What follows belongs to an exercise in optimizing a design on an open flow for small area; a production flow would make more cautious choices.
Function was checked by simulation only, so behaviour that the tests miss may differ from the original.
Power is estimated from default activity; no workload was simulated.

==> flow/design.v <==
module command_parser_top #(
  parameter int DIVISOR      = 434,
  parameter int SAMPLE_PHASE = DIVISOR / 2,
  parameter int NUM_REGS     = 32
) (
  input  logic clk,
  input  logic i_reset,
  input  logic i_rx,
  output logic o_tx
);
  localparam int CW = $clog2(DIVISOR);
  localparam int AW = (NUM_REGS > 1) ? $clog2(NUM_REGS) : 1;
  localparam logic [CW-1:0] BIT_LAST  = CW'(DIVISOR - 1);
  localparam logic [CW-1:0] SAMPLE_AT = CW'(SAMPLE_PHASE);
  localparam logic [7:0]    CMD_WRITE = 8'hAA;
  localparam logic [7:0]    CMD_READ  = 8'h00;
  typedef enum logic [1:0] {RX_IDLE, RX_START, RX_DATA, RX_STOP} rx_state_t;
  typedef enum logic [2:0] {IDLE, GET_ADDR, GET_DATA, EXEC, SEND} state_t;
  logic            rx_meta, rx_sync, rx_prev;
  rx_state_t       rx_state, rx_state_n;
  logic [CW-1:0]   rx_cnt, rx_cnt_n;
  logic [2:0]      rx_bit, rx_bit_n;
  logic [7:0]      rx_shift, rx_shift_n;
  logic            rx_valid, rx_valid_n;
  logic [7:0]      rx_byte;
  logic [8:0]      tx_shift;
  logic [CW-1:0]   tx_cnt;
  logic [3:0]      tx_bit;
  logic            tx_busy;
  logic            tx_ready;
  logic            tx_load;
  logic [7:0]      tx_data;
  state_t          state, state_n;
  logic            is_write;
  logic [7:0]      addr;
  logic [31:0]     data_buf;
  logic [1:0]      byte_cnt;
  logic [31:0]     tx_word;
  logic [31:0]     regs [NUM_REGS];
  logic            in_range;
  logic [AW-1:0]   idx;
  assign rx_byte  = rx_shift;
  assign in_range = (32'(addr) < 32'(NUM_REGS));
  assign idx      = addr[AW-1:0];
  assign tx_data  = tx_word[7:0];
  assign tx_ready = !tx_busy || ((tx_cnt == BIT_LAST) && (tx_bit == 4'd9));
  always_ff @(posedge clk or posedge i_reset) begin
    if (i_reset) begin
      rx_meta  <= 1'b1;
      rx_sync  <= 1'b1;
      rx_prev  <= 1'b1;
      rx_state <= RX_IDLE;
      rx_cnt   <= '0;
      rx_bit   <= 3'd0;
      rx_shift <= 8'd0;
      rx_valid <= 1'b0;
    end else begin
      rx_meta  <= i_rx;
      rx_sync  <= rx_meta;
      rx_prev  <= rx_sync;
      rx_state <= rx_state_n;
      rx_cnt   <= rx_cnt_n;
      rx_bit   <= rx_bit_n;
      rx_shift <= rx_shift_n;
      rx_valid <= rx_valid_n;
    end
  end
  always_comb begin
    rx_state_n = rx_state;
    rx_cnt_n   = rx_cnt + CW'(1);
    rx_bit_n   = rx_bit;
    rx_shift_n = rx_shift;
    rx_valid_n = 1'b0;
    case (rx_state)
      RX_IDLE: begin
        rx_cnt_n = '0;
        if (rx_prev && !rx_sync) rx_state_n = RX_START;
        else                     rx_state_n = RX_IDLE;
      end
      RX_START: begin
        if (rx_cnt == SAMPLE_AT) begin
          rx_cnt_n = '0;
          rx_bit_n = 3'd0;
          if (rx_sync) rx_state_n = RX_IDLE;
          else         rx_state_n = RX_DATA;
        end else begin
          rx_state_n = RX_START;
        end
      end
      RX_DATA: begin
        if (rx_cnt == BIT_LAST) begin
          rx_cnt_n   = '0;
          rx_shift_n = {rx_sync, rx_shift[7:1]};
          if (rx_bit == 3'd7) rx_state_n = RX_STOP;
          else                rx_bit_n   = rx_bit + 3'd1;
        end else begin
          rx_state_n = RX_DATA;
        end
      end
      RX_STOP: begin
        if (rx_cnt == BIT_LAST) begin
          rx_state_n = RX_IDLE;
          rx_valid_n = rx_sync;
        end else begin
          rx_state_n = RX_STOP;
        end
      end
      default: rx_state_n = RX_IDLE;
    endcase
  end
  always_ff @(posedge clk or posedge i_reset) begin
    if (i_reset) begin
      o_tx     <= 1'b1;
      tx_shift <= 9'h1FF;
      tx_cnt   <= '0;
      tx_bit   <= 4'd0;
      tx_busy  <= 1'b0;
    end else if (tx_load) begin
      o_tx     <= 1'b0;
      tx_shift <= {1'b1, tx_data};
      tx_cnt   <= '0;
      tx_bit   <= 4'd0;
      tx_busy  <= 1'b1;
    end else if (tx_busy) begin
      if (tx_cnt == BIT_LAST) begin
        tx_cnt <= '0;
        if (tx_bit == 4'd9) begin
          tx_busy <= 1'b0;
          o_tx    <= 1'b1;
        end else begin
          o_tx     <= tx_shift[0];
          tx_shift <= {1'b1, tx_shift[8:1]};
          tx_bit   <= tx_bit + 4'd1;
        end
      end else begin
        tx_cnt <= tx_cnt + CW'(1);
      end
    end else begin
      o_tx <= 1'b1;
    end
  end
  always_ff @(posedge clk or posedge i_reset) begin
    if (i_reset) state <= IDLE;
    else         state <= state_n;
  end
  always_comb begin
    state_n = state;
    tx_load = 1'b0;
    case (state)
      IDLE: begin
        if (rx_valid && ((rx_byte == CMD_WRITE) || (rx_byte == CMD_READ))) state_n = GET_ADDR;
        else                                                               state_n = IDLE;
      end
      GET_ADDR: begin
        if (rx_valid) state_n = GET_DATA;
        else          state_n = GET_ADDR;
      end
      GET_DATA: begin
        if (rx_valid && (byte_cnt == 2'd3)) state_n = EXEC;
        else                                state_n = GET_DATA;
      end
      EXEC: begin
        if (is_write) state_n = IDLE;
        else          state_n = SEND;
      end
      SEND: begin
        if (tx_ready) begin
          tx_load = 1'b1;
          if (byte_cnt == 2'd3) state_n = IDLE;
          else                  state_n = SEND;
        end else begin
          state_n = SEND;
        end
      end
      default: state_n = IDLE;
    endcase
  end
  always_ff @(posedge clk or posedge i_reset) begin
    if (i_reset) begin
      is_write <= 1'b0;
      addr     <= 8'd0;
      data_buf <= 32'd0;
      byte_cnt <= 2'd0;
      tx_word  <= 32'd0;
      for (int i = 0; i < NUM_REGS; i++) regs[i] <= 32'd0;
    end else begin
      case (state)
        IDLE: begin
          if (rx_valid) is_write <= (rx_byte == CMD_WRITE);
        end
        GET_ADDR: begin
          if (rx_valid) begin
            addr     <= rx_byte;
            byte_cnt <= 2'd0;
          end
        end
        GET_DATA: begin
          if (rx_valid) begin
            data_buf <= {rx_byte, data_buf[31:8]};
            byte_cnt <= byte_cnt + 2'd1;
          end
        end
        EXEC: begin
          byte_cnt <= 2'd0;
          if (in_range) begin
            if (is_write) regs[idx] <= data_buf;
            tx_word <= regs[idx];
          end else begin
            tx_word <= 32'd0;
          end
        end
        SEND: begin
          if (tx_load) begin
            tx_word  <= {8'h00, tx_word[31:8]};
            byte_cnt <= byte_cnt + 2'd1;
          end
        end
        default: ;
      endcase
    end
  end
endmodule
==> flow/run.sh <==
#!/bin/bash
# synth_recipe.tcl (not shown) runs the flow's synth.tcl, then flattens the netlist and writes it again
# the make line also repeats each setting of config.mk as NAME=value (left out here)
make -C /OpenROAD-flow-scripts/flow DESIGN_CONFIG=/design/flow/config.mk WORK_HOME=/design/flow/orfs CLKGATE_MAP_FILE= SYNTH_SCRIPT=/design/flow/synth_recipe.tcl finish
==> flow/config.mk <==
export PLATFORM = sky130hd
export DESIGN_NAME = command_parser_top
export DESIGN_NICKNAME = command_parser_top
export VERILOG_FILES = /design/flow/design.v
export SDC_FILE = /design/flow/constraint.sdc
export NUM_CORES = 4
export LEC_CHECK = 0
export CAP_MARGIN = 20
export CORE_MARGIN = 2
export CORE_UTILIZATION = 40
export SLEW_MARGIN = 20
==> flow/constraint.sdc <==
create_clock -name core_clock -period 10.0 [get_ports {clk}]
set_input_delay 2.0000 -clock core_clock [delete_from_list [all_inputs] [get_ports {clk}]]
set_output_delay 2.0000 -clock core_clock [all_outputs]
set_load 0.01 [all_outputs]
==> results by group <==
Status
  • Status: complete, no violations

Synthesis
  • Synth Cell Area: 0.0517 mm2
  • Mean post-synth cell area: roughly 13 um2
  • EDFF count, synth: 0
  • Post-synth ARST share: 100%
  • Share of the synthesized area in the top cell type: between 50% and 60%
  • Mapped Nets: about 3900
  • Synth top cells by count: dfrtp_1 (1139), mux2_2 (1008), a22oi_1 (267)
  • Top cells by area, synth: dfrtp_1 (55%), mux2_2 (22%), a22oi_1 (3.9%)
  • Synth unique cells: between 70 and 80
  • Area leader, netlist: dfrtp_1
  • Most common cell in the netlist: dfrtp_1
  • Sequential area share after synthesis: 55.8%
  • Post-Synthesis Cells: between 3000 and 4000
  • FF+latch count, synth: 1151
  • Number of synthesis warnings: 2
  • Main flop type after synthesis: dfrtp_1

Global route
  • Vias in the first global route: approximately 35000
  • GRT Resource Usage Total: approximately 28%
  • Largest net degree at the start of global routing: roughly 180
  • First-pass GRT wire length: ~260000 um
  • Initial antenna violation count: 14
  • GRT Residual Overflow: 0

Clock tree
  • Num CTS Buffers: 131
  • Post-CTS Resized: 0
  • CTS Hold Bufs: 0
  • Htree depth: 4
  • Worst-case clock buffer depth: 3
  • Setup repair bufs after CTS: 0
  • Reg clk slew, reported paths: ~0.06 ns
  • TritonCTS clock tree: built
  • CTS root buffer: clkbuf_16
  • Clock latency (worst-skew pair): about 0.75 ns
  • # clock sinks: approximately 1200

Worst hold path
  • Hold path cells: 0
  • Hold path endpoint: rx_sync
  • Hold Crit Class: reg -> reg
  • Worst Hold Launch: rx_meta

Critical path
  • Critical path class: reg -> reg
  • CP Capture Type: flop
  • Crit-path max FO: 34
  • Crit path required time: 10.61 ns
  • Reg-to-reg slack, setup: 5.51 ns
  • Reg-to-reg critical path startpoint: state[1]
  • R2R cell count: 7
  • Worst Path Arrival: approximately 5 ns
  • FF-to-FF End: regs[21][5]
  • Setup crit start kind: flop

Route
  • Via count: 35606
  • Antenna-violating nets left: 0
  • DRT Pass-1 Iters: 8
  • Iter 0 DRT Violations: 4299
  • Routed WL: 184000 um
  • Remaining DRCs: 0
  • DR vias/cell: 6.36
  • Routed WL per cell: 32.8 um

Timing
  • Worst hold slack: between 0.3 and 0.4 ns
  • Fmax achieved: roughly 220 MHz
  • Final min period: approximately 4.5 ns
  • RSZ-0062 raised after global routing: no
  • Slack of the critical path: ~5.5 ns
  • Final hold vios: 0
  • Fin Clk Skew: between 0.03 and 0.04 ns
  • # setup viols final: 0
  • Max Slew Vio Count: 0
  • Slew headroom: roughly 23%
  • Crit share post-route: between 40% and 50%
  • Worst slew pin tran: ~1.1 ns

Final layout
  • Area growth from synthesis to layout: 11.4%
  • Layout cells sized above 1: between 30% and 40%
  • Reg area: about 0.029 mm2
  • FILL cells: 11588
  • Net count reported at finish: around 3900
  • Area occupied by multi-input gates: around 0.021 mm2

Floorplanning
  • Core Area: between 0.1 and 0.15 mm2
  • I/O pin count: 4
  • Die area: 0.132 mm2
  • Starting density of the core: roughly two fifths
  • Die Wd: 363 um
  • Num rows: roughly 130
  • Die Span Y: roughly 360 um

Job
  • Max cap viols: 0

Pwr
  • LEAKAGE: roughly 28 nW
  • VDD IR-drop max: roughly 0.10 mV
  • Total power divided by cell area: 166 mW/mm2

Placement
  • DP Worst Slack: approximately 5.2 ns
  • Port bufs: 3
  • HPWL Detailed: 106000 um
  • Final GP Congestion: between 0.8 and 0.9
state kept, by name, summed over array words and instances, names as in the netlist:
register,cells
regs,1024
data_buf,32
tx_word,32
rx_cnt,9
tx_cnt,9
addr,8
rx_shift,8
tx_shift,8
tx_bit,4
rx_bit,3
state,3
byte_cnt,2
rx_state,2
is_write,1
o_tx,1
rx_meta,1
rx_prev,1
rx_sync,1
rx_valid,1
tx_busy,1
placed cells by master (no fill, tap or decap), types with 35 or more instances in the layout:
| cell type | synthesis | final |
|---|---|---|
| and3_1 | 216 | 215 |
| a21oi_1 | 38 | 38 |
| nand4_1 | 53 | 53 |
| dfrtp_1 | 1139 | 1117 |
| clkbuf_16 | 0 | 133 |
| nor4_1 | 35 | 35 |
| nand3_1 | 77 | 77 |
| o21ai_0 | 75 | 75 |
| mux2_2 | 1008 | 1008 |
| buf_4 | 94 | 123 |
| a2111oi_0 | 69 | 68 |
| a22oi_1 | 267 | 267 |
| nand2_1 | 138 | 136 |
| nor2_1 | 68 | 46 |
| mux2_1 | 62 | 62 |
stage by stage:
stage               cell area [um2]  std cells  util [%]  power (mW)   TNS, ns
global route                  57600       5592      45.0        9.81         0
floorplan                     51700       3923         -        4.83  -9015.69
CTS                           57500       5592      45.0        9.60         0
finish                        57600       5597      45.0        9.53         0
global placement              53300       5360      41.7        4.86         0
detailed placement            53300       5362      41.7        4.86         0
worst max-delay path: stages, from the launching register on:
cell	delay, ns
dfrtp_1	0.58
nand3b_4	0.14
nor4_4	0.14
buf_4	0.57
nand2_4	0.64
nor3_4	1.06
buf_4	0.72
mux2_2	0.40
how the worst max path moves through the flow:
stage | start | endpoint | slack (ns)
floorplan | i_reset | addr[0] | -7.88
global placement | i_reset | regs[31][16] | 5.20
detailed placement | i_reset | regs[5][7] | 5.20
CTS | state[1] | regs[21][5] | 5.61
global route | state[1] | regs[21][5] | 5.50
finish | state[1] | regs[21][5] | 5.51
cells by family after synthesis:
group	Yosys count	synth area share, %
xor+xnor	13	0.220
mux	1091	23.7
simple gates	713	8.24
buf+inv	379	3.68
compound gates	562	8.03
fa+ha+maj	14	0.339
flops	1151	55.8
report_power, final:
part	leakage (nW)	switching, mW	total (mW)	internal (mW)
Clock	2.08	1.96	4.77	2.80
Combinational	10.0	0.0962	0.105	0.00888
Sequential	16.0	0.000786	4.66	4.66
Total	28.1	2.06	9.53	7.47
layout make-up:
| type | count | share of cell area [%] |
|---|---|---|
| Antenna cell | 5 | 0.0217 |
| Timing Repair Buffer | 136 | 1.96 |
| Clock buffer | 188 | 6.63 |
| Clock inverter | 42 | 0.706 |
| Multi-Input combinational cell | 2393 | 36.8 |
| Tap cell | 1662 | 3.61 |
| Sequential cell | 1151 | 50.1 |
| Inverter | 20 | 0.137 |
per-layer routing:
layer / vias to the layer above / global-route usage, % / share of wire, %
li1: 14346 / - / -
met1: 19003 / 38.3 / 42
met2: 1795 / 41.9 / 45
met3: 456 / 5.80 / 8.9
met4: 6 / 12.5 / 4.8
met5: - / 0 / 0.020

-- static timing again, ports no longer ideal --
The flow's constraints put no driver on any port. The routed layout listed below was extracted and timed again, unchanged, in two steps. Step 1 assumes that a clkbuf_16 drives the clock port and a buf_2 every other input. Step 2 also shifts input and output timing later by t, the mid clock arrival at the registers, as if the neighbouring blocks saw the same clock. Slacks: no drivers / after step 1 / after step 2; pairs: no drivers / after step 1.
t (ns): 0.806
setup slack, ns: 5.511 / 5.511 / 5.303
worst slew at a driven data input, ns: 0.03
After both steps setup and hold are still met in this run. For this run, drivers alone change the setup slack by 0.000 ns; drivers and shift together by -0.208 ns. Setup slack includes reset recovery checks.
